What follows belongs to an exercise in optimizing a design on an open flow for small area, a short achievable clock period and few clock cycles per item; a production flow would make more cautious choices. RTL that was checked went through simulation tests only; none was proved equivalent to the original. The RTL of run 6 was laid out without a check of its function.

===== design.v =====
module tea_cipher_engine #(
  parameter int          ROUNDS     = 32,
  parameter bit          READY_COMB = 1'b0,   
  parameter int          ADDER      = 2,
  parameter logic [31:0] DELTA      = 32'h9E3779B9
) (
  input  logic         clk,
  input  logic         reset,
  input  logic         in_valid,
  output logic         in_ready,
  input  logic         in_mode,
  input  logic [63:0]  in_data,
  input  logic [127:0] in_key,
  output logic         out_valid,
  input  logic         out_ready,
  output logic [63:0]  out_data,
  output logic         out_mode,
  output logic         busy
);
  localparam int HALVES = 2 * ROUNDS;
  localparam int CNT_W  = $clog2(HALVES);
  localparam int SIDX_W = CNT_W - 1;
  localparam logic [CNT_W-1:0] LAST_CNT = CNT_W'(HALVES - 1);
  if (ROUNDS < 2 || (ROUNDS & (ROUNDS - 1)) != 0) begin : g_bad_rounds
    $error("tea_cipher_engine: ROUNDS must be a power of two >= 2");
  end
  logic [31:0]      a_q, b_q;
  logic [127:0]     key_q;       
  logic [31:0]      sum_q;       
  logic             mode_q;
  logic             run_q;
  logic             pre_q;       
  logic [CNT_W-1:0] cnt_q;       
  logic             ov_q;
  function automatic logic [31:0] add32(input logic [31:0] a, input logic [31:0] b, input logic cin);
    logic [31:0] p, g, G, P;
    logic [31:0] c;
    if (ADDER == 0) begin
      add32 = a + b + {31'd0, cin};
    end else begin
      p = a ^ b;
      g = a & b;
      g[0] = g[0] | (p[0] & cin);
      G = g; P = p;
      if (ADDER == 1) begin
        for (int d = 1; d < 32; d = d * 2)
          for (int i = 2 * d - 1; i < 32; i = i + 2 * d) begin
            G[i] = G[i] | (P[i] & G[i - d]);
            P[i] = P[i] & P[i - d];
          end
        for (int d = 8; d >= 1; d = d / 2)
          for (int i = 3 * d - 1; i < 32; i = i + 2 * d) begin
            G[i] = G[i] | (P[i] & G[i - d]);
            P[i] = P[i] & P[i - d];
          end
      end else if (ADDER == 2) begin
        for (int d = 1; d < 32; d = d * 2)
          for (int i = 0; i < 32; i++)
            if ((i & d) != 0) begin
              G[i] = G[i] | (P[i] & G[(i & ~(2 * d - 1)) + d - 1]);
              P[i] = P[i] & P[(i & ~(2 * d - 1)) + d - 1];
            end
      end else if (ADDER == 3) begin
        for (int i = 1; i < 32; i++) begin
          G[i] = G[i] | (P[i] & G[i - 1]);
        end
      end else begin
        for (int d = 1; d < 32; d = d * 2) begin
          logic [31:0] G2, P2;
          G2 = G; P2 = P;
          for (int i = 1; i < 32; i = i + 2)
            if (i - d >= 0 && (d == 1 || ((i - d) % 2) == 1)) begin
              G2[i] = G[i] | (P[i] & G[i - d]);
              P2[i] = P[i] & P[i - d];
            end
          G = G2; P = P2;
        end
        for (int i = 2; i < 32; i = i + 2) begin
          G[i] = G[i] | (P[i] & G[i - 1]);
        end
      end
      c = {G[30:0], cin};
      add32 = p ^ c;
    end
  endfunction
  function automatic logic [31:0] tea_mix(
    input logic [31:0] v,
    input logic [31:0] s,
    input logic [31:0] ka,
    input logic [31:0] kb
  );
    tea_mix = add32(v << 4, ka, 1'b0) ^ add32(v, s, 1'b0) ^ add32(v >> 5, kb, 1'b0);
  endfunction
  function automatic logic [31:0] round_sum(input logic [SIDX_W-1:0] idx);
    round_sum = DELTA * (32'(idx) + 32'd1);
  endfunction
  logic [31:0] mix, nb;
  assign mix = tea_mix(b_q, sum_q, key_q[127:96], key_q[95:64]);
  assign nb  = add32(a_q, mix ^ {32{mode_q}}, mode_q);
  logic step, last, accept;
  assign step   = run_q && !pre_q;
  assign last   = step && (cnt_q == LAST_CNT);
  assign accept = in_valid && in_ready;
  logic [CNT_W-1:0] cnt_next;
  assign cnt_next = cnt_q + 1'b1;
  always_ff @(posedge clk) begin
    if (!run_q) begin
      key_q <= in_key;
      sum_q <= in_mode ? round_sum('1) : round_sum('0);
    end else begin
      key_q <= {key_q[63:0], key_q[127:64]};
      sum_q <= round_sum(cnt_next[CNT_W-1:1] ^ {SIDX_W{mode_q}});
    end
  end
  always_ff @(posedge clk) begin
    if (!run_q) begin
      if (in_ready) begin
        a_q    <= in_data[63:32];
        b_q    <= in_data[31:0];
        mode_q <= in_mode;
      end
    end else if (pre_q) begin
      a_q <= b_q;
      b_q <= a_q;
    end else if (last && mode_q) begin
      a_q <= nb;
    end else begin
      a_q <= b_q;
      b_q <= nb;
    end
  end
  always_ff @(posedge clk) begin
    if (reset) begin
      run_q <= 1'b0;
      pre_q <= 1'b0;
      cnt_q <= '0;
      ov_q  <= 1'b0;
    end else begin
      if (accept) begin
        run_q <= 1'b1;
        pre_q <= in_mode;
        cnt_q <= '0;
      end else begin
        pre_q <= 1'b0;
        if (step) cnt_q <= cnt_next;
        if (last) run_q <= 1'b0;
      end
      if (last) ov_q <= 1'b1;
      else if (out_ready) ov_q <= 1'b0;
    end
  end
  if (READY_COMB) begin : g_ready_comb
    assign in_ready = !run_q && (!ov_q || out_ready);
  end else begin : g_ready_reg
    assign in_ready = !run_q && !ov_q;
  end
  assign out_valid = ov_q;
  assign busy      = run_q || ov_q;
  assign out_data  = {a_q, b_q};
  assign out_mode  = mode_q;
endmodule

===== flow/run.sh =====
#!/bin/bash
# Standard ORFS layout with these changes:
# - synthesis is synth_recipe.tcl with ABC run on flow/map.abc (delay-targeted mapping),
# - no full/half-adder cell extraction before ABC, so ABC sees the whole datapath,
# - ports are buffered with the smallest buffer, buf_1,
# - timing repair aims at a setup margin of 7 ns, well past what the 12 ns clock needs.
# The make output goes to make_finish.log; each step's full log is under orfs/logs/.
set -euo pipefail
W=$(pwd)
export MY_ABC_SCRIPT=$W/flow/map.abc
export MY_ABC_D=3000
bash standard.sh SYNTH_SCRIPT=$W/flow/synth.tcl ADDER_MAP_FILE= SETUP_SLACK_MARGIN=7 \
  "BUFFER_PORTS_ARGS=-buffer_cell sky130_fd_sc_hd__buf_1" finish > $W/make_finish.log 2>&1

===== flow/map.abc =====
strash
dch
map -D 3000
topo
buffer -c
upsize -c
dnsize -c

===== flow/synth.tcl =====
proc synth {args} { yosys synth -nofsm -noshare {*}$args }
# ABC with yosys's own delay-driven script (no -script) and the delay target MY_ABC_D ps.
proc abc {args} {
  set out {}
  set skip 0
  foreach a $args {
    if {$skip} { set skip 0; continue }
    if {$a eq "-script" || $a eq "-D"} { set skip 1; continue }
    lappend out $a
  }
  if {[info exists ::env(MY_ABC_SCRIPT)] && $::env(MY_ABC_SCRIPT) ne ""} { lappend out -script $::env(MY_ABC_SCRIPT) }
  lappend out -D $::env(MY_ABC_D)
  puts "abc override: $out"
  yosys abc {*}$out
}
source $::env(SCRIPTS_DIR)/synth.tcl
# left out here: clear keep_hierarchy, flatten, clean up, hide names made inside functions, write 1_2_yosys.v

===== standard.sh =====
#!/bin/bash
# synth_recipe.tcl (not shown) runs the flow's synth.tcl, then flattens the netlist and writes it again
# the make line also repeats each setting of config.mk as NAME=value (left out here)
make -C /OpenROAD-flow-scripts/flow DESIGN_CONFIG=/design/flow/config.mk WORK_HOME=/design/flow/orfs CLKGATE_MAP_FILE= SYNTH_SCRIPT=/design/flow/synth_recipe.tcl "${@:-finish}"

===== config.mk =====
export PLATFORM = sky130hd
export DESIGN_NAME = tea_cipher_engine
export DESIGN_NICKNAME = tea_cipher_engine
export VERILOG_FILES = /design/flow/design.v
export SDC_FILE = /design/flow/constraint.sdc
export NUM_CORES = 4
export LEC_CHECK = 0
export CAP_MARGIN = 20
export CORE_MARGIN = 2
export CORE_UTILIZATION = 55
export SLEW_MARGIN = 20
export TNS_END_PERCENT = 5

===== constraint.sdc =====
create_clock -name core_clock -period 12.0 [get_ports {clk}]
set_input_delay 2.4000 -clock core_clock [delete_from_list [all_inputs] [get_ports {clk}]]
set_output_delay 2.4000 -clock core_clock [all_outputs]
set_load 0.01 [all_outputs]

==> impl_metrics.yaml, run 1 <==
outcome:
  outcome: "finished clean"
sta:
  final-max-slew-violation-count: 0
  transition_time_at_the_pin_with_the_least_slew_margin_ns: 1.09
  grt_setup_unrepaired: "true"
  worst_clock_skew_ns: 0.0109
  relSlewSlack_pct: 27.1
  setup_ws_ns: 7.15
  setup-violations-final: 0
  max_clock_freq_mhz: 206
  fin_worst_hold_slack_ns: 0.422
  tns_ns: 0
  final.period_utilization_pct: 40.4
  fin_crit_ns: 4.85
  final_hold_viol_count: 0
setup_path:
  crit_arrival_ns: 5.15
  worstSetupStartpointType: "flip-flop"
  endpoint_kind: "flip-flop"
  critical_path_class: "reg -> reg"
  cp_slowest_cell: "edfxtp_1"
  cp_top_delay_family: "simple AND/OR/NAND/NOR gates"
  timing.critical_path.buf_inv: 1
  timing.rr.start: "b_q[6]$_DFFE_PP_"
  start_point_of_the_critical_path: "b_q[6]$_DFFE_PP_"
  critPathMostFrequentCell: "nand2_1"
  worst-path-max-fanout: 10
  critical-path-max-stage-delay_ns: 0.55
  cells_traversed_along_the_worst_timing_path: "inv_2 -> nor2_1 -> or2_1 -> or2_2 -> nor2_1 -> nand3_1 -> and3_4 -> o21ai_2 -> o21ai_0 -> nand2_1 -> xnor2_1 -> xor2_1 -> xor2_1 -> xor2_1 -> nand2_1 -> nand2_1 -> nand2_1 -> o31ai_2 -> nor2_4 -> o2111ai_1 -> nand3_1 -> a22o_1"
  worstPathRequired_ns: 12.30
hold_path:
  hold_class: "reg -> reg"
  hold_path.startpoint: "key_q[47]$_DFF_P_"
cts:
  worst_skew_pair.late_latency_ns: 0.54
  clock_pin_slew_on_the_worst_setup_and_hold_paths_ns: 0.06
  clock-sinks: 234
  postCtsHoldBufs: 0
  clock_tree.root_cell: "clkbuf_16"
  htree_levels: 1
  clockBufferDepth: 3
  cts_tree: "done"
  cts_inserted_buffers: 27
yosys:
  netlist.top_cell.by_area: "dfxtp_1"
  synthesis.yosys.warnings: 1
  synthDominantCellAreaShare_pct: 21.0
  synth.most_common_cell: "nand2_1"
  yosys_register_bits: 234
  ys_dominant_reg_cell: "dfxtp_1"
  syn_avg_cell_area_sq_um: 6.65
  syn-cell-area_sq_um: 16100
  yosys.cell_types.count: 74
  synth-seq-area-share_pct: 33.2
  synth-edff-count: 65
  synthTopCellsByArea: "dfxtp_1 21%, nand2_1 14%, edfxtp_1 12%"
  synth.top_cells.by_count: "618 x nand2_1, 432 x nor2_1, 242 x inv_1"
  syn-num-nets: 2615
  netlist_instances: 2418
  synth_async_sr_flop_share_pct: 0
route:
  post_drt_via_cell_ratio: 5.29
  antenna_left: 0
  drtIter0Drc: 1300
  route.detailed.drc: 0
  drt-wirelength-per-cell_microns: 16.3
  vias: 16200
  postRouteWirelength_mm: 49.6
  detailedRoute.firstPassIterationCount: 5
layout:
  fillCellCount: 2824
  area_overhead_vs_synth_pct: 13.1
  finalNonFillerCells: 3052
  n_antenna_cell: 0
  design.final.nets: 2845
  post_route_cells_drive_above_1_share_pct: 4.69
floorplan:
  ioPinCount: 265
  x_dimension_of_the_die_microns: 175
  die_height_microns: 175
  floorplan.die_area_sq_um: 30600
  initial_core_util_pct: 55.9
  design.core.area_sq_um: 28800
  std_cell_rows: 62
grt:
  gr-usage-all-layers_pct: 31.6
  largest_net_degree_at_the_start_of_global_routing: 126
  antenna_found_initial: 0
  grt_remaining_overflow: 0
  grt_first_pass_wirelength_mm: 77.1
  number_of_global_route_vias_before_repair: 14900
run:
  maxCapViolCount: 0
placement:
  weighted_congestion_reported_at_the_end_of_routability_driven_placement: 0.987
  dp_slack_ns: 7.12
  dp.final_hpwl_mm: 37.5
  numPlacedInstances: 3003
  placement.io_buffers: 264
## metrics by stage
stage / instance area, sq um / util, %
3_3_place_gp: 17300 / 60.3
3_5_place_dp: 17300 / 60.3
6_report: 18200 / 63.2
2_1_floorplan: 16100 / -
4_1_cts: 18200 / 63.1
5_1_grt: 18200 / 63.2
## final timing paths
kind                   endpoint  slack, ns  cells after the start
max           b_q[28]$_DFFE_PP_       7.15                     22
min          key_q[111]$_DFF_P_       0.42                      2
min reg2reg  key_q[111]$_DFF_P_       0.42                      2
max reg2reg   b_q[28]$_DFFE_PP_       7.15                     22
## logic make-up after synthesis
group | synth area share [%]
compound gates | 15.2
xor+xnor | 13.4
fa+ha+maj | 0.257
buf+inv | 7.66
flops | 33.2
simple gates | 30.3
## routing by layer
metal  share of wire, %  vias up  global-route usage (%)
met3                7.7       93                    3.96
met1                 45     7304                    43.9
met5                  0        -                       0
met2                 44      597                    50.8
met4                3.4        0                    11.0
li1                   -     8159                       -
## sequential cells by signal, summed over array words and instances, names as in the netlist
name	count
a_q	32
mode_q	1
ov_q	1
run_q	1
sum_q	32
key_q	128
cnt_q	6
b_q	32
pre_q	1
## worst min-delay path: cells and delay by family, from the launching register on
| kind | cells | cell delay [ns] |
|---|---|---|
| flip-flops | 1 | 0.30 |
| AND/OR/NAND/NOR | 2 | 0.09 |
## cell usage in the layout (no fill, tap or decap), drive strengths merged, types with 8 or more instances in the layout
cell type and instances:
nand2 627, nor2 441, buf 272, inv 250
a21oi 190, xor2 184, dfxtp 169, o21ai 128
nand3 69, edfxtp 65, xnor2 61, clkbuf 36
or2 24, a22o 20, nor3 17, a31oi 13
nand4 12, clkinv 10, o31ai 9, and2 8
## final cells by class
class / count / area [sq um] / area share (%)
clock buffer: 36 / 741 / 4.07
clock inverter: 13 / 90.1 / 0.495
inverter: 250 / 947 / 5.21
multi-input combinational: 1863 / 9550 / 52.5
sequential: 234 / 5340 / 29.3
tap: 384 / 480 / 2.64
timing repair buffer: 272 / 1050 / 5.78
## repair_timing
item                                    in CTS  in global routing
endpoints found under the setup margin       0                 31
resized for setup                            0                  4
buffers inserted                             0                  0
Testbench counts, summed over its fixed seeds: cycles 85,105, items 1,280.
==> run 2: changes to the inputs <==
--- a/flow/run.sh
+++ b/flow/run.sh
@@ -9,5 +9,5 @@
 W=$(pwd)
 export MY_ABC_SCRIPT=$W/flow/map.abc
-export MY_ABC_D=3000
+export MY_ABC_D=2500
 bash standard.sh SYNTH_SCRIPT=$W/flow/synth.tcl ADDER_MAP_FILE= SETUP_SLACK_MARGIN=7 \
   "BUFFER_PORTS_ARGS=-buffer_cell sky130_fd_sc_hd__buf_1" finish > $W/make_finish.log 2>&1
==> flow/map.abc (replaced) <==
strash
dch
map -D 2500
topo
buffer -c
upsize -c
dnsize -c
--- a/config.mk
+++ b/config.mk
@@ -10,3 +10,2 @@
 export CORE_UTILIZATION = 55
 export SLEW_MARGIN = 20
-export TNS_END_PERCENT = 5
==> run 2 against run 1 <==
Final cell count is 6.1% higher. Non-clock buffer count grew 4. Worst hold slack worse by 0.00075 ns. Highest routed layer unchanged. Still clean. Wire length increased by 11%. Clock-buffer cell count is 2 higher. Sequential cell count unchanged. Via count up 11%. Core utilization about the same.
==> impl_metrics.yaml, run 2 <==
cts:
  clock_tree.root_cell: "clkbuf_16"
  cts_inserted_buffers: 27
  postCtsHoldBufs: 0
  clockBufferDepth: 3
  clock-sinks: 234
  clock_pin_slew_on_the_worst_setup_and_hold_paths_ns: 0.06
  htree_levels: 1
  worst_skew_pair.late_latency_ns: 0.56
  cts_tree: "done"
yosys:
  netlist.top_cell.by_area: "dfxtp_1"
  syn-cell-area_sq_um: 17100
  yosys_register_bits: 234
  yosys.cell_types.count: 78
  synth-edff-count: 65
  syn-num-nets: 2782
  synth-seq-area-share_pct: 31.1
  synth_async_sr_flop_share_pct: 0
  synthDominantCellAreaShare_pct: 19.8
  synthesis.yosys.warnings: 1
  netlist_instances: 2585
  synth.top_cells.by_count: "709 x nand2_1, 383 x nor2_1, 254 x inv_1"
  syn_avg_cell_area_sq_um: 6.63
  synth.most_common_cell: "nand2_1"
  ys_dominant_reg_cell: "dfxtp_1"
  synthTopCellsByArea: "dfxtp_1 20%, nand2_1 16%, edfxtp_1 11%"
route:
  vias: 17900
  route.detailed.drc: 0
  drt-wirelength-per-cell_microns: 17.0
  antenna_left: 0
  detailedRoute.firstPassIterationCount: 6
  post_drt_via_cell_ratio: 5.52
  drtIter0Drc: 1678
  postRouteWirelength_mm: 55.0
sta:
  tns_ns: 0
  max_clock_freq_mhz: 212
  final-max-slew-violation-count: 0
  worst_clock_skew_ns: 0.0216
  final_hold_viol_count: 0
  grt_setup_unrepaired: "false"
  fin_worst_hold_slack_ns: 0.421
  relSlewSlack_pct: 41.1
  final.period_utilization_pct: 39.2
  transition_time_at_the_pin_with_the_least_slew_margin_ns: 0.883
  setup-violations-final: 0
  fin_crit_ns: 4.71
grt:
  largest_net_degree_at_the_start_of_global_routing: 88
  number_of_global_route_vias_before_repair: 16700
  gr-usage-all-layers_pct: 32.7
  grt_first_pass_wirelength_mm: 86.5
  antenna_found_initial: 0
  grt_remaining_overflow: 0
layout:
  registers.top_by_ff_count: "key_q"
  design.final.nets: 3018
  largest_reg_flops: 128
  n_antenna_cell: 0
  sequential_cell_area_sq_um: 5340
  area_overhead_vs_synth_pct: 12.9
  post_route_cells_drive_above_1_share_pct: 5.21
  fillCellCount: 2916
  most_used_cells_in_the_layout_excluding_fill_and_tap_cells: "709 x nand2_1, 382 x nor2_1, 264 x buf_1"
  most_common_library_cell_in_the_layout_ignoring_fill_and_taps: "nand2_1"
  multi_input_area_sq_um: 10500
setup_path:
  worstPathRequired_ns: 12.27
  critical_path_class: "reg -> reg"
  worstSetupStartpointType: "flip-flop"
  endpoint_kind: "flip-flop"
  crit_arrival_ns: 4.98
  worst-path-max-fanout: 12
  start_point_of_the_critical_path: "b_q[4]$_DFFE_PP_"
  timing.rr.start: "b_q[4]$_DFFE_PP_"
floorplan:
  std_cell_rows: 64
  floorplan.die_area_sq_um: 32600
  die_height_microns: 180
  initial_core_util_pct: 56.0
  ioPinCount: 265
  x_dimension_of_the_die_microns: 180
  design.core.area_sq_um: 30600
placement:
  weighted_congestion_reported_at_the_end_of_routability_driven_placement: 0.980
  placement.io_buffers: 264
  dp.final_hpwl_mm: 42.2
run:
  maxCapViolCount: 0
hold_path:
  hold_class: "reg -> reg"
  hold_path.startpoint: "key_q[5]$_DFF_P_"
outcome:
  outcome: "finished clean"
-- run 2: logic make-up after synthesis --
logic type | Yosys count | share of synthesized area, %
simple gates | 1352 | 32.8
buf+inv | 335 | 7.47
fa+ha+maj | 1 | 0.0584
compound gates | 455 | 16.1
xor+xnor | 208 | 12.4
flops | 234 | 31.1
-- run 2: through the flow --
stage               cell area, sq um  setup WS [ns]  utilization, %  std cells
floorplan                      17100           8.30               -       2585
global placement               18400           7.52            60.3       3188
detailed placement             18400           7.44            60.3       3188
CTS                            19300           7.40            63.2       3237
global route                   19300           7.03            63.2       3237
finish                         19300           7.29            63.2       3237
-- run 2: timing repair --
item	in CTS	in global routing
gates resized for setup	0	1
setup buffers	0	0
endpoints found under the setup margin	0	2
-- run 2: layout make-up --
class	instances	area share, %
multi-input cells	2016	54.5
clock buffers	38	4.02
well taps	396	2.56
flip-flops and latches	234	27.6
repair buffers	276	5.59
inverters	266	5.19
clock inverters	11	0.589
-- run 2: final timing paths --
path,slack [ns],cells after the start,endpoint
worst max-delay path,7.29,17,a_q[27]$_DFFE_PP_
worst min-delay path,0.42,2,key_q[69]$_DFF_P_
worst max register to register,7.29,17,a_q[27]$_DFFE_PP_
worst min register to register,0.42,2,key_q[69]$_DFF_P_
-- run 2: worst max-delay path: stages, from the launching register on --
cell and delay (ns):
edfxtp_1 0.43, inv_1 0.08, nor2_1 0.32, nor2_1 0.10, o31ai_1 0.55, nand2_1 0.15, nand3_2 0.21, nand3_1 0.12
nand2_2 0.12, xor2_1 0.21, xor2_1 0.34, xnor3_1 0.33, nand4_1 0.18, a21oi_1 0.54, nor2_4 0.16, o2111ai_1 0.30
nand3_1 0.12, o2bb2ai_1 0.14
-- run 2: per-layer routing --
layer	wire [microns]	global-route usage [%]	vias up
li1	-	-	8850
met3	4150	4.89	127
met4	1860	10.5	0
met5	0	0	-
met2	24500	53.4	745
met1	24400	44.7	8141
==> run 3: changes to the inputs <==
--- a/flow/run.sh
+++ b/flow/run.sh
@@ -9,5 +9,5 @@
 W=$(pwd)
 export MY_ABC_SCRIPT=$W/flow/map.abc
-export MY_ABC_D=2500
+export MY_ABC_D=4000
 bash standard.sh SYNTH_SCRIPT=$W/flow/synth.tcl ADDER_MAP_FILE= SETUP_SLACK_MARGIN=7 \
   "BUFFER_PORTS_ARGS=-buffer_cell sky130_fd_sc_hd__buf_1" finish > $W/make_finish.log 2>&1
==> flow/map.abc (replaced) <==
strash
dch
map -D 4000
topo
buffer -c
upsize -c
dnsize -c
==> run 3 against run 2 <==
Still clean on timing, DRC and antenna. Highest routed layer unchanged. Wire length shrank 11%. Die area decreased by 7.4%. Clock skew fell by 0.0032 ns. Worst hold slack improved by 0.0016 ns. First-iteration DRC count decreased by 24%. Sequential cell count is the same.
==> impl_metrics.yaml, run 3 <==
yosys:
  yosys.cell_types.count: 53
  synth_async_sr_flop_share_pct: 0
  synthTopCellsByArea: "dfxtp_1 21%, nor2_1 14%, nand2_1 12%"
  syn_avg_cell_area_sq_um: 6.48
  yosys_register_bits: 234
  synth-seq-area-share_pct: 33.7
  synth.most_common_cell: "nor2_1"
  synth-edff-count: 65
  netlist.top_cell.by_area: "dfxtp_1"
  syn-num-nets: 2640
  synth.top_cells.by_count: "575 x nor2_1, 524 x nand2_1, 274 x inv_1"
  synthesis.yosys.warnings: 1
  ys_dominant_reg_cell: "dfxtp_1"
  netlist_instances: 2443
  syn-cell-area_sq_um: 15800
  synthDominantCellAreaShare_pct: 21.4
outcome:
  outcome: "finished clean"
hold_path:
  hold_depth: 2
  hold_class: "reg -> reg"
sta:
  tns_ns: 0
  setup_ws_ns: 6.92
  final_hold_viol_count: 0
  fin_crit_ns: 5.08
  transition_time_at_the_pin_with_the_least_slew_margin_ns: 1.04
  setup-violations-final: 0
  max_clock_freq_mhz: 197
  final.period_utilization_pct: 42.3
  final-max-slew-violation-count: 0
  relSlewSlack_pct: 30.4
  grt_setup_unrepaired: "true"
  worst_clock_skew_ns: 0.0184
cts:
  clock_tree.root_cell: "clkbuf_16"
  clock_pin_slew_on_the_worst_setup_and_hold_paths_ns: 0.06
  postCtsHoldBufs: 0
  worst_skew_pair.late_latency_ns: 0.55
  clockBufferDepth: 3
  cts_tree: "done"
  clock-sinks: 234
  htree_levels: 1
  cts_inserted_buffers: 27
layout:
  final_design_area_no_fill_sq_um: 18700
  largest_reg_flops: 128
  registers.top_by_ff_count: "key_q"
  finalCoreUtilization_pct: 65.5
  n_antenna_cell: 0
  most_used_cells_in_the_layout_excluding_fill_and_tap_cells: "547 x nor2_1, 519 x nand2_1, 271 x inv_1"
  area_overhead_vs_synth_pct: 18.1
  most_common_library_cell_in_the_layout_ignoring_fill_and_taps: "nor2_1"
  fillCellCount: 2678
  multi_input_area_sq_um: 9460
  design.final.nets: 2914
  post_route_cells_drive_above_1_share_pct: 8.22
  sequential_cell_area_sq_um: 5340
floorplan:
  std_cell_rows: 62
  design.core.area_sq_um: 28500
  die_height_microns: 174
  ioPinCount: 265
  x_dimension_of_the_die_microns: 174
  floorplan.die_area_sq_um: 30200
  initial_core_util_pct: 55.5
placement:
  weighted_congestion_reported_at_the_end_of_routability_driven_placement: 0.951
  placed_area_sq_um: 17100
  dp_slack_ns: 6.76
  dp.final_hpwl_mm: 36.1
  placement.io_buffers: 264
grt:
  number_of_global_route_vias_before_repair: 15100
  grt_remaining_overflow: 0
  antenna_found_initial: 0
  gr-usage-all-layers_pct: 31.4
  grt_first_pass_wirelength_mm: 77.0
  largest_net_degree_at_the_start_of_global_routing: 217
route:
  vias: 16200
  postRouteWirelength_mm: 48.9
  detailedRoute.firstPassIterationCount: 6
  drtIter0Drc: 1278
  route.detailed.drc: 0
  post_drt_via_cell_ratio: 5.19
  antenna_left: 0
  drt-wirelength-per-cell_microns: 15.7
setup_path:
  critPathMostFrequentCell: "xor2_1"
  worstPathRequired_ns: 12.26
  critical_path_class: "reg -> reg"
  critical-path-max-stage-delay_ns: 0.48
  worstSetupStartpointType: "flip-flop"
  crit_arrival_ns: 5.34
  reg2regPathDepth: 28
  worst-path-max-fanout: 5
  cp_slowest_cell: "edfxtp_1"
  endpoint_kind: "flip-flop"
run:
  maxCapViolCount: 0
==> run 3: cell types whose count changed after synthesis, moves of 16 or more <==
cell / previous run / this run
o21ai_1: 20 / 42
inv_1: 254 / 274
nor3_1: 10 / 26
nand2_1: 709 / 524
xnor3_1: 19 / 0
a22o_1: 18 / 0
nand3_1: 137 / 24
nand4_1: 27 / 8
xor2_1: 127 / 185
nor2_1: 383 / 575
==> run 3: per-stage QoR <==
step | cells | hold WS (ns)
3_3_place_gp | 3033 | 0.404
2_1_floorplan | 2443 | 0.403
4_1_cts | 3099 | 0.421
6_report | 3122 | 0.422
5_1_grt | 3122 | 0.440
3_5_place_dp | 3033 | 0.407
==> run 3: kinds of logic after synthesis <==
| group | after synthesis | synth area share [%] |
|---|---|---|
| xor gates and xnor gates | 245 | 13.6 |
| DFF | 234 | 33.7 |
| AOI/OAI and AO/OA | 402 | 14.1 |
| adders and majority gates | 3 | 0.190 |
| and+or+nand+nor | 1197 | 29.8 |
| buffers and inverters | 362 | 8.63 |
==> run 3: timing repair <==
item                                   4_1_cts  5_1_grt
endpoints found under the hold margin        0        0
gates resized for setup                     18       62
buffers inserted                            16       23
setup endpoints to repair                   26       42
pin swaps                                    6       34
==> run 3: routing by layer <==
layer,share of wire (%),vias to the layer above,track usage [%]
met3,6.8,87,3.33
met1,46,7376,44.7
met4,2.6,0,8.44
li1,-,8183,-
met5,0,-,0
met2,45,572,51.0
==> run 3: layout make-up <==
| type | count | share of cell area [%] |
|---|---|---|
| multi-input cells | 1847 | 50.6 |
| flip-flops and latches | 234 | 28.6 |
| repair buffers | 310 | 7.27 |
| inverters | 297 | 6.03 |
| clock buffers | 38 | 4.33 |
| well taps | 384 | 2.57 |
| clock inverters | 12 | 0.662 |
==> run 3: worst paths after layout <==
check                    startpoint                  to  slack, ns
hold / removal    key_q[41]$_DFF_P_  key_q[105]$_DFF_P_       0.42
hold reg to reg   key_q[41]$_DFF_P_  key_q[105]$_DFF_P_       0.42
setup / recovery   b_q[9]$_DFFE_PP_   a_q[31]$_DFFE_PP_       6.92
setup reg to reg   b_q[9]$_DFFE_PP_   a_q[31]$_DFFE_PP_       6.92
==> run 3: worst max-delay path, delay by kind of cell (launching register included) <==
kind	cells	cell delay (ns)
AO/OA/AOI/OAI	10	1.82
XOR/XNOR	5	1.11
buffers and inverters	4	0.52
flip-flops	1	0.48
AND/OR/NAND/NOR	9	0.84
==> run 4: changes to the inputs <==
--- a/flow/run.sh
+++ b/flow/run.sh
@@ -9,5 +9,5 @@
 W=$(pwd)
 export MY_ABC_SCRIPT=$W/flow/map.abc
-export MY_ABC_D=4000
+export MY_ABC_D=3250
 bash standard.sh SYNTH_SCRIPT=$W/flow/synth.tcl ADDER_MAP_FILE= SETUP_SLACK_MARGIN=7 \
   "BUFFER_PORTS_ARGS=-buffer_cell sky130_fd_sc_hd__buf_1" finish > $W/make_finish.log 2>&1
==> flow/map.abc (replaced) <==
strash
dch
map -D 3250
topo
buffer -c
upsize -c
dnsize -c
==> run 4 against run 3 <==
Still clean on timing, DRC and antenna. Clock skew is 0.0060 ns higher. Cell area is 1.8% lower. Clock-buffer cell count fell by 2. Via count is 0.65% lower. Core utilization fell by 1.5 points. Area after synthesis is 1.2% higher. Sequential share of layout area increased by 0.52 points. First-iteration DRC count shrank 10%. Non-clock buffer count decreased by 23. Critical path depth shrank 6. Register-to-register slack improved by 0.35 ns. Critical path type unchanged. Highest routed layer unchanged.
==> impl_metrics.yaml, run 4 <==
outcome:
  outcome: "finished clean"
sta:
  tns_ns: 0
  transition_time_at_the_pin_with_the_least_slew_margin_ns: 1.12
  final.period_utilization_pct: 39.4
  final_hold_viol_count: 0
  max_clock_freq_mhz: 211
  grt_setup_unrepaired: "true"
  worst_clock_skew_ns: 0.0244
  setup-violations-final: 0
  fin_crit_ns: 4.73
  relSlewSlack_pct: 25.5
  final-max-slew-violation-count: 0
route:
  detailedRoute.firstPassIterationCount: 6
  vias: 16100
  antenna_left: 0
  drtIter0Drc: 1145
  route.detailed.drc: 0
  postRouteWirelength_mm: 49.5
  post_drt_via_cell_ratio: 5.26
  drt-wirelength-per-cell_microns: 16.2
floorplan:
  ioPinCount: 265
  initial_core_util_pct: 55.8
  die_height_microns: 175
  std_cell_rows: 62
  x_dimension_of_the_die_microns: 175
  floorplan.die_area_sq_um: 30500
  design.core.area_sq_um: 28700
layout:
  registers.top_by_ff_count: "key_q"
  most_used_cells_in_the_layout_excluding_fill_and_tap_cells: "603 x nand2_1, 466 x nor2_1, 264 x buf_1"
  post_route_cells_drive_above_1_share_pct: 6.05
  largest_reg_flops: 128
  n_antenna_cell: 0
  design.final.nets: 2856
  final_design_area_no_fill_sq_um: 18400
  area_overhead_vs_synth_pct: 14.7
  most_common_library_cell_in_the_layout_ignoring_fill_and_taps: "nand2_1"
cts:
  cts_inserted_buffers: 26
  clock_tree.root_cell: "clkbuf_16"
  postCtsHoldBufs: 0
  cts_tree: "done"
  clock-sinks: 234
  clockBufferDepth: 3
  clock_pin_slew_on_the_worst_setup_and_hold_paths_ns: 0.07
  worst_skew_pair.late_latency_ns: 0.55
  htree_levels: 1
yosys:
  synth_async_sr_flop_share_pct: 0
  syn_avg_cell_area_sq_um: 6.64
  netlist_instances: 2412
  synth-edff-count: 65
  synthTopCellsByArea: "dfxtp_1 21%, nand2_1 14%, edfxtp_1 12%"
  synth.top_cells.by_count: "604 x nand2_1, 470 x nor2_1, 237 x inv_1"
  yosys.cell_types.count: 69
  ys_dominant_reg_cell: "dfxtp_1"
  synth.most_common_cell: "nand2_1"
  synthDominantCellAreaShare_pct: 21.1
  yosys_register_bits: 234
  syn-cell-area_sq_um: 16000
  netlist.top_cell.by_area: "dfxtp_1"
  synth-seq-area-share_pct: 33.3
  syn-num-nets: 2609
  synthesis.yosys.warnings: 1
placement:
  placed_area_sq_um: 17300
  weighted_congestion_reported_at_the_end_of_routability_driven_placement: 0.953
  placement.io_buffers: 264
  dp.final_hpwl_mm: 37.4
setup_path:
  critical_path_class: "reg -> reg"
  worstSetupStartpointType: "flip-flop"
  endpoint_kind: "flip-flop"
  crit_arrival_ns: 5.01
  worstPathRequired_ns: 12.28
  worst-path-max-fanout: 8
grt:
  grt_remaining_overflow: 0
  antenna_found_initial: 0
  gr-usage-all-layers_pct: 31.5
  grt_first_pass_wirelength_mm: 77.1
  largest_net_degree_at_the_start_of_global_routing: 119
  number_of_global_route_vias_before_repair: 15100
run:
  maxCapViolCount: 0
hold_path:
  hold_class: "reg -> reg"
run 4: area by class of cell:
class / instances / area, sq um
Fill cell: 2754 / 10300
Multi-Input combinational cell: 1863 / 9580
Sequential cell: 234 / 5340
Timing Repair Buffer: 287 / 1170
Inverter: 247 / 932
Clock buffer: 36 / 793
Tap cell: 384 / 480
Clock inverter: 12 / 72.6
run 4: path summary, 6_finish.rpt:
path                            slack (ns)  cells after the start               from           endpoint
worst min register to register        0.42                      2   key_q[7]$_DFF_P_  key_q[71]$_DFF_P_
worst max register to register        7.27                     22  b_q[11]$_DFFE_PP_  b_q[30]$_DFFE_PP_
worst min-delay path                  0.42                      2   key_q[7]$_DFF_P_  key_q[71]$_DFF_P_
worst max-delay path                  7.27                     22  b_q[11]$_DFFE_PP_  b_q[30]$_DFFE_PP_
run 4: cell families (layout without fill, tap and decap cells):
kind of cell | count (synthesis) | after routing | synth area share [%]
and+or+nand+nor | 1208 | 1208 | 30.4
DFF | 234 | 234 | 33.3
AOI/OAI and AO/OA | 400 | 400 | 14.3
adders and majority gates | 4 | 4 | 0.273
xor gates and xnor gates | 251 | 251 | 13.9
buffers and inverters | 315 | 582 | 7.80
run 4: repair_timing:
item | 4_1_cts | 5_1_grt
endpoints found under the hold margin | 0 | 0
setup buffers | 0 | 14
pin swaps | 0 | 7
cloned | 0 | 0
gates resized for setup | 1 | 28
endpoints found under the setup margin | 1 | 36
run 4: metrics by stage:
step / instances / util (%) / hold slack [ns] / setup slack (ns)
2_1_floorplan: 2412 / - / 0.403 / 7.92
3_3_place_gp: 3001 / 60.1 / 0.404 / 7.25
3_5_place_dp: 3001 / 60.1 / 0.409 / 7.19
4_1_cts: 3049 / 63.1 / 0.424 / 7.16
5_1_grt: 3063 / 64.0 / 0.438 / 6.88
6_report: 3063 / 64.0 / 0.421 / 7.27
run 4: metal layers:
layer | global-route usage [%] | part of all wire (%)
met3 | 3.15 | 6.9
met2 | 55.0 | 47
met1 | 41.7 | 43
met4 | 8.75 | 2.9
met5 | 0 | 0
run 4: worst max-delay path: stages, from the launching register on:
cell	delay, ns
edfxtp_1	0.51
inv_1	0.10
nor2_1	0.18
nor2_2	0.09
nand2_1	0.10
nor2_1	0.05
a211oi_1	0.32
nand3_2	0.22
inv_1	0.16
o21ai_4	0.08
a31oi_1	0.19
xor2_1	0.21
xor2_1	0.25
xor2_1	0.27
xor2_1	0.18
nor2_1	0.10
nor2_4	0.14
nand4_1	0.18
o211a_4	0.33
o311ai_2	0.24
xor2_1	0.25
nand2_1	0.08
a22o_1	0.21
==> run 5: changes to the inputs <==
--- a/flow/run.sh
+++ b/flow/run.sh
@@ -9,5 +9,5 @@
 W=$(pwd)
 export MY_ABC_SCRIPT=$W/flow/map.abc
-export MY_ABC_D=3250
+export MY_ABC_D=3000
 bash standard.sh SYNTH_SCRIPT=$W/flow/synth.tcl ADDER_MAP_FILE= SETUP_SLACK_MARGIN=7 \
   "BUFFER_PORTS_ARGS=-buffer_cell sky130_fd_sc_hd__buf_1" finish > $W/make_finish.log 2>&1
==> flow/map.abc (replaced) <==
strash
dch
map -D 3000
topo
buffer -c
upsize -c
dnsize -c
--- a/config.mk
+++ b/config.mk
@@ -9,3 +9,4 @@
 export CORE_MARGIN = 2
 export CORE_UTILIZATION = 55
+export PLACE_DENSITY = 0.75
 export SLEW_MARGIN = 20
==> run 5 against run 4 <==
Setup slack got worse by 0.014 ns. Final cell count about the same. First-iteration DRC count decreased by 0.61%. Critical endpoint is now a_q[26]$_DFFE_PP_. Clock skew decreased by 0.0082 ns. Sequential share of layout area decreased by 0.12 points. Global-route usage increased by 0.94 points. Maximum frequency decreased by 0.30%. Area after synthesis increased by 0.41%. Still clean. Via count increased by 1.3%.
==> impl_metrics.yaml, run 5 <==
yosys:
  netlist_instances: 2418
  synth.top_cells.by_count: "618 x nand2_1, 432 x nor2_1, 242 x inv_1"
  yosys_register_bits: 234
  yosys.cell_types.count: 74
  synthesis.yosys.warnings: 1
  syn-num-nets: 2615
  synthDominantCellAreaShare_pct: 21.0
  synthTopCellsByArea: "dfxtp_1 21%, nand2_1 14%, edfxtp_1 12%"
  syn-cell-area_sq_um: 16100
  syn_avg_cell_area_sq_um: 6.65
  synth.most_common_cell: "nand2_1"
  synth-edff-count: 65
  synth-seq-area-share_pct: 33.2
  netlist.top_cell.by_area: "dfxtp_1"
  ys_dominant_reg_cell: "dfxtp_1"
  synth_async_sr_flop_share_pct: 0
setup_path:
  timing.rr.start: "b_q[2]$_DFFE_PP_"
  critical_path_class: "reg -> reg"
  crit_arrival_ns: 5.05
  worst-path-max-fanout: 10
  start_point_of_the_critical_path: "b_q[2]$_DFFE_PP_"
  endpoint_kind: "flip-flop"
  worstPathRequired_ns: 12.30
  worstSetupStartpointType: "flip-flop"
sta:
  transition_time_at_the_pin_with_the_least_slew_margin_ns: 1.05
  fin_worst_hold_slack_ns: 0.422
  final-max-slew-violation-count: 0
  grt_setup_unrepaired: "false"
  relSlewSlack_pct: 29.8
  worst_clock_skew_ns: 0.0162
  final_hold_viol_count: 0
  tns_ns: 0
  final.period_utilization_pct: 39.5
  fin_crit_ns: 4.75
  setup-violations-final: 0
  max_clock_freq_mhz: 211
cts:
  clockBufferDepth: 3
  htree_levels: 1
  postCtsHoldBufs: 0
  cts_tree: "done"
  worst_skew_pair.late_latency_ns: 0.55
  cts_inserted_buffers: 27
  clock_tree.root_cell: "clkbuf_16"
  clock-sinks: 234
  clock_pin_slew_on_the_worst_setup_and_hold_paths_ns: 0.07
grt:
  number_of_global_route_vias_before_repair: 15200
  grt_first_pass_wirelength_mm: 78.9
  antenna_found_initial: 0
  largest_net_degree_at_the_start_of_global_routing: 86
  met1_usage_pct: 44.0
  global_route.usage.met2_pct: 52.4
  global_route.usage.met3_pct: 5.64
  grt_remaining_overflow: 0
  gr-usage-all-layers_pct: 32.5
  grt.busiest_layer: "met2"
placement:
  placement.io_buffers: 264
  numPlacedInstances: 3005
  dp.final_hpwl_mm: 38.7
  weighted_congestion_reported_at_the_end_of_routability_driven_placement: 0.976
route:
  route.detailed.drc: 0
  vias: 16300
  antenna_left: 0
  drtIter0Drc: 1138
  detailedRoute.firstPassIterationCount: 5
  postRouteWirelength_mm: 51.3
  post_drt_via_cell_ratio: 5.33
  drt-wirelength-per-cell_microns: 16.8
outcome:
  outcome: "finished clean"
layout:
  sequential_cell_area_sq_um: 5340
  largest_reg_flops: 128
  design.final.nets: 2857
  most_used_cells_in_the_layout_excluding_fill_and_tap_cells: "618 x nand2_1, 430 x nor2_1, 264 x buf_1"
  multi_input_area_sq_um: 9560
  most_common_library_cell_in_the_layout_ignoring_fill_and_taps: "nand2_1"
  finalNonFillerCells: 3064
  n_antenna_cell: 0
  area_overhead_vs_synth_pct: 14.7
  fillCellCount: 2693
  registers.top_by_ff_count: "key_q"
  post_route_cells_drive_above_1_share_pct: 5.49
floorplan:
  design.core.area_sq_um: 28800
  initial_core_util_pct: 55.9
  std_cell_rows: 62
  ioPinCount: 265
  x_dimension_of_the_die_microns: 175
  floorplan.die_area_sq_um: 30600
  die_height_microns: 175
hold_path:
  hold_class: "reg -> reg"
  hold_path.startpoint: "key_q[31]$_DFF_P_"
run:
  maxCapViolCount: 0
==> run 5: metrics by stage <==
stage	utilization (%)	setup WS (ns)	cell area, sq um
final	64.1	7.25	18400
after global routing	64.1	6.98	18400
after CTS	63.6	7.00	18300
after detailed placement	60.3	7.03	17400
after global placement	60.3	7.16	17400
after floorplan	-	8.01	16100
==> run 5: kinds of logic (layout without fill, tap and decap cells) <==
family,after synthesis,after routing,synth area share (%)
AO/OA/AOI/OAI,408,408,15.2
XOR/XNOR,245,245,13.4
adder cells (fa/ha/maj),4,4,0.257
AND/OR/NAND/NOR,1206,1206,30.3
flip-flops,234,234,33.2
buffers and inverters,321,583,7.66
==> run 5: final cells by class <==
| class | instances | area share (%) |
|---|---|---|
| Clock inverter | 17 | 1.12 |
| Clock buffer | 32 | 4.04 |
| Tap cell | 384 | 2.61 |
| Timing Repair Buffer | 284 | 6.30 |
| Inverter | 250 | 5.12 |
| Multi-Input combinational cell | 1863 | 51.9 |
| Sequential cell | 234 | 29.0 |
==> run 5: worst max-delay path: stages (launching register included) <==
cell and delay, ns:
edfxtp_1 0.51, xor2_1 0.31, nand2_2 0.12, a31oi_4 0.22
nand2_2 0.07, nand2_1 0.14, nand2_1 0.12, and2_1 0.22
nor3_2 0.22, a21boi_1 0.16, a21oi_1 0.21, xor2_1 0.23
xor2_1 0.22, xor2_1 0.30, nand2_1 0.13, inv_1 0.10
nor2_2 0.07, a21boi_4 0.24, nor2_4 0.10, nor2_4 0.24
o211ai_1 0.13, o21ai_1 0.11, nand3_1 0.11, a22o_1 0.21
==> run 5: path summary, 6_finish.rpt <==
check | endpoint | slack (ns) | depth (start not counted)
hold / removal | key_q[95]$_DFF_P_ | 0.42 | 2
setup reg to reg | a_q[26]$_DFFE_PP_ | 7.25 | 23
setup / recovery | a_q[26]$_DFFE_PP_ | 7.25 | 23
hold reg to reg | key_q[95]$_DFF_P_ | 0.42 | 2
==> run 5: routing by layer <==
layer	vias to the layer above	wire (microns)
li1	8193	-
met1	7374	22300
met2	649	23000
met3	103	4190
met4	0	1850
met5	-	0
==> run 5: repair_timing <==
action	4_1_cts	5_1_grt
setup endpoints to repair	0	30
buffers inserted	0	9
gates resized for setup	0	7
==> run 6: changes to the inputs <==
--- a/design.v
+++ b/design.v
@@ -2,5 +2,5 @@
   parameter int          ROUNDS     = 32,
   parameter bit          READY_COMB = 1'b0,   
-  parameter int          ADDER      = 2,
+  parameter int          ADDER      = 4,
   parameter logic [31:0] DELTA      = 32'h9E3779B9
 ) (
--- a/config.mk
+++ b/config.mk
@@ -9,4 +9,3 @@
 export CORE_MARGIN = 2
 export CORE_UTILIZATION = 55
-export PLACE_DENSITY = 0.75
 export SLEW_MARGIN = 20
==> run 6 against run 5 <==
Setup slack better by 0.022 ns. Highest routed layer unchanged. Sequential cell count unchanged. Critical path depth down 1. Register-to-register slack improved by 0.02 ns. Worst hold slack lost 0.0018 ns. Critical endpoint is now b_q[24]$_DFFE_PP_.
==> impl_metrics.yaml, run 6 <==
outcome:
  outcome: "finished clean"
setup_path:
  critPathMostFrequentCell: "xor2_1"
  crit_arrival_ns: 5.02
  setup.reg_to_reg.worst_slack_ns: 7.28
  worstSetupStartpointType: "flip-flop"
  cp_slowest_cell: "edfxtp_1"
  timing.critical_path.buf_inv: 1
  timing.rr.start: "b_q[6]$_DFFE_PP_"
  cp_top_delay_family: "compound AO/OA/AOI/OAI gates"
  endpoint_kind: "flip-flop"
  reg2regPathDepth: 22
  worstSetupEndpoint: "b_q[24]$_DFFE_PP_"
  timing.rr.end: "b_q[24]$_DFFE_PP_"
  worstPathRequired_ns: 12.30
  critical-path-max-stage-delay_ns: 0.49
  worst-path-max-fanout: 6
  start_point_of_the_critical_path: "b_q[6]$_DFFE_PP_"
  cells_traversed_along_the_worst_timing_path: "xor2_1 -> nand2_1 -> o21ai_2 -> a21oi_2 -> o21bai_4 -> a31o_4 -> a21oi_1 -> xor2_1 -> xor2_1 -> xor2_1 -> inv_1 -> nor2_1 -> o21ai_0 -> a31oi_2 -> o21ai_2 -> a21boi_2 -> o21ai_2 -> a21oi_1 -> or2_1 -> nand3_1 -> nand2_1 -> nand2_1"
  instance_count_on_the_critical_path: 22
  critical_path_class: "reg -> reg"
yosys:
  synth_async_sr_flop_share_pct: 0
  yosys.cell_types.count: 67
  synth-edff-count: 65
  synthDominantCellAreaShare_pct: 20.8
  synthesis.yosys.warnings: 1
  synth.top_cells.by_count: "577 x nand2_1, 483 x nor2_1, 237 x inv_1"
  ys_dominant_reg_cell: "dfxtp_1"
  syn_avg_cell_area_sq_um: 6.64
  yosys_register_bits: 234
  netlist.top_cell.by_area: "dfxtp_1"
  syn-cell-area_sq_um: 16300
  syn-num-nets: 2651
  synthTopCellsByArea: "dfxtp_1 21%, nand2_1 13%, edfxtp_1 12%"
  netlist_instances: 2454
  synth-seq-area-share_pct: 32.7
  synth.most_common_cell: "nand2_1"
sta:
  grt_setup_unrepaired: "false"
  max_clock_freq_mhz: 212
  tns_ns: 0
  fin_crit_ns: 4.72
  transition_time_at_the_pin_with_the_least_slew_margin_ns: 0.993
  final.period_utilization_pct: 39.4
  fin_worst_hold_slack_ns: 0.420
  setup_ws_ns: 7.28
  relSlewSlack_pct: 33.8
  final-max-slew-violation-count: 0
  setup-violations-final: 0
  worst_clock_skew_ns: 0.0157
  final_hold_viol_count: 0
route:
  vias: 16400
  route.detailed.drc: 0
  antenna_left: 0
  detailedRoute.firstPassIterationCount: 12
  postRouteWirelength_mm: 51.3
  drt-wirelength-per-cell_microns: 16.5
  post_drt_via_cell_ratio: 5.29
  drtIter0Drc: 1390
floorplan:
  design.core.area_sq_um: 29400
  floorplan.die_area_sq_um: 31000
  ioPinCount: 265
  x_dimension_of_the_die_microns: 176
  initial_core_util_pct: 55.4
  die_height_microns: 176
  std_cell_rows: 63
cts:
  cts_inserted_buffers: 28
  clock_tree.root_cell: "clkbuf_16"
  clock-sinks: 234
  worst_skew_pair.late_latency_ns: 0.56
  clock_pin_slew_on_the_worst_setup_and_hold_paths_ns: 0.06
  cts_tree: "done"
  postCtsHoldBufs: 0
  clockBufferDepth: 3
  htree_levels: 1
grt:
  gr-usage-all-layers_pct: 31.8
  grt_remaining_overflow: 0
  number_of_global_route_vias_before_repair: 15200
  grt_first_pass_wirelength_mm: 77.9
  largest_net_degree_at_the_start_of_global_routing: 104
  antenna_found_initial: 0
layout:
  area_overhead_vs_synth_pct: 14.4
  registers.top_by_ff_count: "key_q"
  post_route_cells_drive_above_1_share_pct: 6.29
  fillCellCount: 2867
  most_used_cells_in_the_layout_excluding_fill_and_tap_cells: "576 x nand2_1, 479 x nor2_1, 264 x buf_1"
  sequential_cell_area_sq_um: 5340
  design.final.nets: 2895
  n_antenna_cell: 0
  most_common_library_cell_in_the_layout_ignoring_fill_and_taps: "nand2_1"
  finalCoreUtilization_pct: 63.4
  multi_input_area_sq_um: 9820
  largest_reg_flops: 128
  final_design_area_no_fill_sq_um: 18700
hold_path:
  hold_class: "reg -> reg"
placement:
  weighted_congestion_reported_at_the_end_of_routability_driven_placement: 1.01
  dp.final_hpwl_mm: 38.6
  placed_area_sq_um: 17600
  placement.io_buffers: 264
  dp_slack_ns: 7.35
run:
  maxCapViolCount: 0
run 6: repair_timing:
action,in CTS,in global routing
endpoints found under the setup margin,0,4
resized for setup,0,8
setup buffers,0,7
run 6: routing by layer:
layer	wire (microns)	part of all wire, %	up-vias	global-route usage [%]
li1	-	-	8297	-
met1	22200	43	7355	43.1
met2	23200	45	674	53.0
met3	4230	8.2	120	3.57
met4	1680	3.3	0	10.5
met5	0	0	-	0
run 6: area by class of cell:
type,instances,share of cell area [%]
Multi-Input combinational cell,1906,52.7
Sequential cell,234,28.6
Timing Repair Buffer,281,6.00
Inverter,247,5.00
Clock buffer,43,4.66
Tap cell,390,2.62
Clock inverter,9,0.449
run 6: per-stage QoR:
stage | std cells
2_1_floorplan | 2454
6_report | 3110
5_1_grt | 3110
3_5_place_dp | 3051
4_1_cts | 3103
3_3_place_gp | 3051
run 6: kinds of logic after synthesis:
| group | Yosys count | share of synthesized area, % |
|---|---|---|
| compound gates | 453 | 16.4 |
| flops | 234 | 32.7 |
| fa+ha+maj | 4 | 0.253 |
| buf+inv | 314 | 7.31 |
| xor+xnor | 246 | 13.6 |
| simple gates | 1203 | 29.7 |
run 6: tightest hold or removal path: stages, from the launching register on:
cell and delay (ns):
dfxtp_1 0.30, nand2_1 0.04, nand2_1 0.05
run 6: how the worst min path moves through the flow:
stage / end / slack, ns / cells after the start / start
after floorplan: key_q[100]$_DFF_P_ / 0.40 / 2 / key_q[36]$_DFF_P_
after CTS: key_q[92]$_DFF_P_ / 0.42 / 2 / key_q[28]$_DFF_P_
final: key_q[92]$_DFF_P_ / 0.42 / 2 / key_q[28]$_DFF_P_
after global routing: key_q[123]$_DFF_P_ / 0.44 / 2 / key_q[59]$_DFF_P_
after detailed placement: key_q[92]$_DFF_P_ / 0.41 / 2 / key_q[28]$_DFF_P_
after global placement: key_q[113]$_DFF_P_ / 0.40 / 2 / key_q[49]$_DFF_P_
==> run 7: changes to the inputs <==
--- a/design.v
+++ b/design.v
@@ -2,5 +2,5 @@
   parameter int          ROUNDS     = 32,
   parameter bit          READY_COMB = 1'b0,   
-  parameter int          ADDER      = 4,
+  parameter int          ADDER      = 2,
   parameter logic [31:0] DELTA      = 32'h9E3779B9
 ) (
==> run 7 against run 6 <==
Sequential cell count unchanged. Via count fell by 1.3%. Critical path depth up 3. Final cell count shrank 1.5%. Wire length decreased by 2.6%. Core utilization increased by 0.19 points. Largest cell class unchanged.
==> impl_metrics.yaml, run 7 <==
outcome:
  outcome: "finished clean"
yosys:
  yosys_register_bits: 234
  synth-edff-count: 65
  ys_dominant_reg_cell: "dfxtp_1"
  netlist_instances: 2418
  synth.most_common_cell: "nand2_1"
  syn-num-nets: 2615
  synthesis.yosys.warnings: 1
  synth_async_sr_flop_share_pct: 0
  syn_avg_cell_area_sq_um: 6.65
  synthDominantCellAreaShare_pct: 21.0
  synth.top_cells.by_count: "618 x nand2_1, 432 x nor2_1, 242 x inv_1"
  netlist.top_cell.by_area: "dfxtp_1"
  syn-cell-area_sq_um: 16100
  synthTopCellsByArea: "dfxtp_1 21%, nand2_1 14%, edfxtp_1 12%"
  synth-seq-area-share_pct: 33.2
  yosys.cell_types.count: 74
route:
  antenna_left: 0
  detailedRoute.firstPassIterationCount: 8
  post_drt_via_cell_ratio: 5.30
  route.detailed.drc: 0
  drt-wirelength-per-cell_microns: 16.3
  postRouteWirelength_mm: 49.9
  drtIter0Drc: 1265
  vias: 16200
sta:
  tns_ns: 0
  fin_crit_ns: 4.71
  final_hold_viol_count: 0
  final-max-slew-violation-count: 0
  setup-violations-final: 0
  final.period_utilization_pct: 39.3
  grt_setup_unrepaired: "true"
  relSlewSlack_pct: 27.6
  worst_clock_skew_ns: 0.0124
  max_clock_freq_mhz: 212
  transition_time_at_the_pin_with_the_least_slew_margin_ns: 1.08
grt:
  number_of_global_route_vias_before_repair: 14900
  grt_first_pass_wirelength_mm: 77.1
  gr-usage-all-layers_pct: 31.6
  largest_net_degree_at_the_start_of_global_routing: 126
  antenna_found_initial: 0
  grt_remaining_overflow: 0
floorplan:
  initial_core_util_pct: 55.9
  std_cell_rows: 62
  floorplan.die_area_sq_um: 30600
  design.core.area_sq_um: 28800
  ioPinCount: 265
  x_dimension_of_the_die_microns: 175
  die_height_microns: 175
hold_path:
  hold_class: "reg -> reg"
  hold_depth: 2
layout:
  most_used_cells_in_the_layout_excluding_fill_and_tap_cells: "617 x nand2_1, 429 x nor2_1, 264 x buf_1"
  finalNonFillerCells: 3062
  most_common_library_cell_in_the_layout_ignoring_fill_and_taps: "nand2_1"
  n_antenna_cell: 0
  registers.top_by_ff_count: "key_q"
  area_overhead_vs_synth_pct: 13.9
  largest_reg_flops: 128
  post_route_cells_drive_above_1_share_pct: 5.27
  design.final.nets: 2855
setup_path:
  worstPathRequired_ns: 12.29
  endpoint_kind: "flip-flop"
  critical_path_class: "reg -> reg"
  worst-path-max-fanout: 11
  worstSetupStartpointType: "flip-flop"
  reg2regPathDepth: 25
  crit_arrival_ns: 5.00
cts:
  clock-sinks: 234
  clock_pin_slew_on_the_worst_setup_and_hold_paths_ns: 0.06
  clockBufferDepth: 3
  worst_skew_pair.late_latency_ns: 0.54
  postCtsHoldBufs: 0
  clock_tree.root_cell: "clkbuf_16"
  cts_inserted_buffers: 27
  cts_tree: "done"
  htree_levels: 1
placement:
  weighted_congestion_reported_at_the_end_of_routability_driven_placement: 0.987
  dp.final_hpwl_mm: 37.5
  placement.io_buffers: 264
  numPlacedInstances: 3003
run:
  maxCapViolCount: 0
## run 7: cell count changes in the layout (fill, tap and decap cells not counted), sizes merged, moves of 6 or more
| cell | previous run | this run |
|---|---|---|
| o2bb2ai | 6 | 0 |
| a22o | 11 | 20 |
| or2 | 18 | 24 |
| nor2 | 498 | 441 |
| nand2 | 590 | 627 |
| nor3 | 9 | 17 |
| a21oi | 240 | 190 |
| o21ai | 140 | 128 |
| clkbuf | 43 | 36 |
## run 7: timing repair
item,CTS,global route
setup buffers,0,10
hold endpoints to repair,0,0
resized for setup,0,12
endpoints found under the setup margin,0,31
## run 7: path summary, 6_finish.rpt
check,from,end,slack (ns)
max,b_q[5]$_DFFE_PP_,b_q[22]$_DFFE_PP_,7.29
min,key_q[47]$_DFF_P_,key_q[111]$_DFF_P_,0.42
max reg2reg,b_q[5]$_DFFE_PP_,b_q[22]$_DFFE_PP_,7.29
min reg2reg,key_q[47]$_DFF_P_,key_q[111]$_DFF_P_,0.42
## run 7: critical path: stages (launching register included)
cell and delay [ns]:
edfxtp_1 0.51, inv_2 0.12, nor2_2 0.15, nand2_1 0.09, o21ai_2 0.09, nand2_2 0.07, o21ai_2 0.11, o21bai_4 0.12
nor3_2 0.14, nor2_2 0.09, inv_1 0.08, nand2_1 0.07, a21oi_1 0.21, a21oi_1 0.11, xnor2_1 0.37, xor2_1 0.15
and2_1 0.18, nor2_1 0.20, and3_1 0.23, a21oi_2 0.12, o21ai_4 0.39, nand2_1 0.21, o21ai_1 0.20, or2_1 0.14
nand3_1 0.07, a22o_1 0.23
## run 7: metal layers
layer / wire (microns) / GRT usage (%) / share of wire, % / vias up
met1: 22300 / 43.9 / 45 / 7323
met4: 1580 / 11.0 / 3.2 / 0
li1: - / - / - / 8182
met5: 0 / 0 / 0 / -
met3: 3830 / 3.96 / 7.7 / 84
met2: 22200 / 50.8 / 44 / 646
## run 7: logic make-up (layout without fill, tap and decap cells)
group / Yosys count / after routing / synth area share (%)
AND/OR/NAND/NOR: 1206 / 1206 / 30.3
AO/OA/AOI/OAI: 408 / 408 / 15.2
buffers and inverters: 321 / 581 / 7.66
XOR/XNOR: 245 / 245 / 13.4
flip-flops: 234 / 234 / 33.2
adder cells (fa/ha/maj): 4 / 4 / 0.257
## run 7: cell type report
cell class	instances	area (sq um)
inverter	250	947
multi-input combinational	1863	9590
clock inverter	13	90.1
clock buffer	36	741
fill	2812	10500
tap	384	480
timing repair buffer	282	1130
sequential	234	5340
## run 7: per-stage QoR
stage / setup slack (ns) / instance area, sq um / hold WS [ns] / util, %
after detailed placement: 7.12 / 17300 / 0.412 / 60.3
after global placement: 7.28 / 17300 / 0.404 / 60.3
after global routing: 6.99 / 18300 / 0.436 / 63.6
final: 7.29 / 18300 / 0.421 / 63.6
after CTS: 7.10 / 18200 / 0.423 / 63.1
after floorplan: 8.01 / 16100 / 0.403 / -
Testbench counts of run 7, summed over its fixed seeds: cycles 85,105, items 1,280.
==> run 8: changes to the inputs <==
--- a/config.mk
+++ b/config.mk
@@ -9,3 +9,4 @@
 export CORE_MARGIN = 2
 export CORE_UTILIZATION = 55
+export GPL_ROUTABILITY_DRIVEN = 0
 export SLEW_MARGIN = 20
==> run 8 against run 7 <==
Setup slack lost 0.062 ns. Clock-buffer cell count increased by 4. Synthesized cell count unchanged. Clock skew up 0.0067 ns. Core utilization is 0.096 points lower. Critical endpoint is now a_q[31]$_DFFE_PP_. Highest routed layer unchanged.
==> impl_metrics.yaml, run 8 <==
outcome:
  outcome: "finished clean"
yosys:
  syn-num-nets: 2615
  syn_avg_cell_area_sq_um: 6.65
  synthTopCellsByArea: "dfxtp_1 21%, nand2_1 14%, edfxtp_1 12%"
  synth_async_sr_flop_share_pct: 0
  syn-cell-area_sq_um: 16100
  synth.most_common_cell: "nand2_1"
  synthesis.yosys.warnings: 1
  netlist.top_cell.by_area: "dfxtp_1"
  synth-edff-count: 65
  yosys.cell_types.count: 74
  synthAdderAreaFrac_pct: 0.257
  post_synth_mux_area_share_pct: 0
sta:
  setup-violations-final: 0
  relSlewSlack_pct: 20.4
  final-max-slew-violation-count: 0
  fin_crit_ns: 4.77
  final.period_utilization_pct: 39.8
  final_hold_viol_count: 0
  worst_clock_skew_ns: 0.0191
  max_clock_freq_mhz: 209
  grt_setup_unrepaired: "true"
layout:
  area_overhead_vs_synth_pct: 13.7
  n_antenna_cell: 0
  post_route_cells_drive_above_1_share_pct: 5.16
  final_design_area_no_fill_sq_um: 18300
  design.final.nets: 2855
  registers.top_by_ff_count: "key_q"
  most_common_library_cell_in_the_layout_ignoring_fill_and_taps: "nand2_1"
  largest_reg_flops: 128
  fillCellCount: 2799
  most_used_cells_in_the_layout_excluding_fill_and_tap_cells: "617 x nand2_1, 430 x nor2_1, 264 x buf_1"
route:
  wl_met1_mm: 22.3
  post_drt_via_cell_ratio: 5.31
  met3WireLength_mm: 3.59
  detailedRoute.firstPassIterationCount: 5
  drt-wirelength-per-cell_microns: 16.1
  wl_met2_mm: 21.8
  antenna_left: 0
  route.detailed.drc: 0
  drtIter0Drc: 1473
  vias: 16200
cts:
  cts_tree: "done"
  clock_tree.root_cell: "clkbuf_16"
  htree_levels: 1
  clock_pin_slew_on_the_worst_setup_and_hold_paths_ns: 0.06
  worst_skew_pair.late_latency_ns: 0.55
grt:
  grt_remaining_overflow: 0
  antenna_found_initial: 0
  grt_first_pass_wirelength_mm: 76.5
floorplan:
  design.core.area_sq_um: 28800
  x_dimension_of_the_die_microns: 175
  std_cell_rows: 62
  floorplan.die_area_sq_um: 30600
  initial_core_util_pct: 55.9
setup_path:
  worst-path-max-fanout: 6
  endpoint_kind: "flip-flop"
  worstSetupStartpointType: "flip-flop"
  critical_path_class: "reg -> reg"
run:
  maxCapViolCount: 0
hold_path:
  hold_class: "reg -> reg"
placement:
  placement.io_buffers: 264
  dp.final_hpwl_mm: 36.9
-- run 8: cell counts after synthesis --
No cell type changed its count.
-- run 8: final cells by class --
cell class / count / area, sq um / area share (%)
multi-input cells: 1863 / 9580 / 52.4
flip-flops and latches: 234 / 5340 / 29.2
clock inverters: 8 / 61.3 / 0.335
well taps: 384 / 480 / 2.63
clock buffers: 40 / 744 / 4.07
inverters: 250 / 947 / 5.18
repair buffers: 282 / 1130 / 6.20
-- run 8: cells by family after synthesis --
family          Yosys count
compound gates          408
simple gates           1206
flops                   234
xor+xnor                245
fa+ha+maj                 4
buf+inv                 321
-- run 8: path summary, 6_finish.rpt --
| kind | start | endpoint | slack (ns) | depth (start not counted) |
|---|---|---|---|---|
| max | b_q[5]$_DFFE_PP_ | a_q[31]$_DFFE_PP_ | 7.23 | 24 |
| min | key_q[27]$_DFF_P_ | key_q[91]$_DFF_P_ | 0.42 | 2 |
| max reg2reg | b_q[5]$_DFFE_PP_ | a_q[31]$_DFFE_PP_ | 7.23 | 24 |
| min reg2reg | key_q[27]$_DFF_P_ | key_q[91]$_DFF_P_ | 0.42 | 2 |
-- run 8: metrics by stage --
stage	utilization (%)	worst slack [ns]	hold WS [ns]	cells
CTS	63.1	7.03	0.422	3051
detailed placement	60.3	7.04	0.409	3003
global placement	60.3	7.16	0.405	3003
floorplan	-	8.01	0.403	2418
finish	63.5	7.23	0.421	3061
global route	63.5	6.97	0.440	3061
-- run 8: what timing repair did --
item,CTS,global route
setup endpoints to repair,1,42
pin swaps,0,3
buffers inserted,0,10
resized for setup,1,11
-- run 8: critical path, stage by stage (launching register included) --
cell,delay [ns]
edfxtp_1,0.50
inv_2,0.11
nor2_2,0.15
nand2_1,0.08
o21ai_2,0.08
nand2_2,0.07
o21ai_2,0.11
o21bai_4,0.12
nor3_2,0.14
nor2_2,0.10
o31ai_4,0.43
nand3_2,0.14
nand2_2,0.12
nand4_2,0.19
a21oi_4,0.27
xor2_2,0.23
xor2_1,0.19
xor2_1,0.29
xor2_1,0.27
nand3_1,0.16
nor2_2,0.16
o211ai_1,0.15
nand4_1,0.17
nand3_1,0.09
a22o_1,0.19
-- run 8: routing by layer --
layer | track usage [%] | vias to the layer above
met3 | 3.72 | 111
met5 | 0 | -
met1 | 43.9 | 7327
li1 | - | 8175
met2 | 50.3 | 634
met4 | 9.20 | 0

-- port drivers added, routing unchanged --
The flow's constraints put no driver on any port. The routed layouts listed below were extracted and timed again, unchanged, in two steps.
Step 1 (the two cells are an assumption about what drives the block):
set clk [get_ports {clk}]
set_driving_cell -lib_cell sky130_fd_sc_hd__clkbuf_16 $clk
set_driving_cell -lib_cell sky130_fd_sc_hd__buf_2 [delete_from_list [all_inputs] $clk]
Step 2, shift: input delay + t, output delay - t, t = (earliest + latest rising clock arrival at the registers) / 2. This alone moves slack from input paths to output paths.
Slacks: no drivers / after step 1 / after step 2; pairs: no drivers / after step 1.
run | shift t [ns] | setup slack, ns | cell pins on the clock port's net
run 1 | 0.587 | 7.150 / 7.150 / 7.150 | 1
run 2 | 0.602 | 7.290 / 7.290 / 7.290 | 1
run 3 | 0.597 | 6.922 / 6.922 / 6.922 | 1
run 4 | 0.591 | 7.269 / 7.235 / 7.269 | 1
run 5 | 0.595 | 7.254 / 7.254 / 7.254 | 1
run 6 | 0.601 | 7.277 / 7.277 / 7.277 | 1
run 7 | 0.585 | 7.288 / 7.288 / 7.288 | 1
run 8 | 0.591 | 7.226 / 7.226 / 7.226 | 1
After both steps every run listed still meets setup and hold.
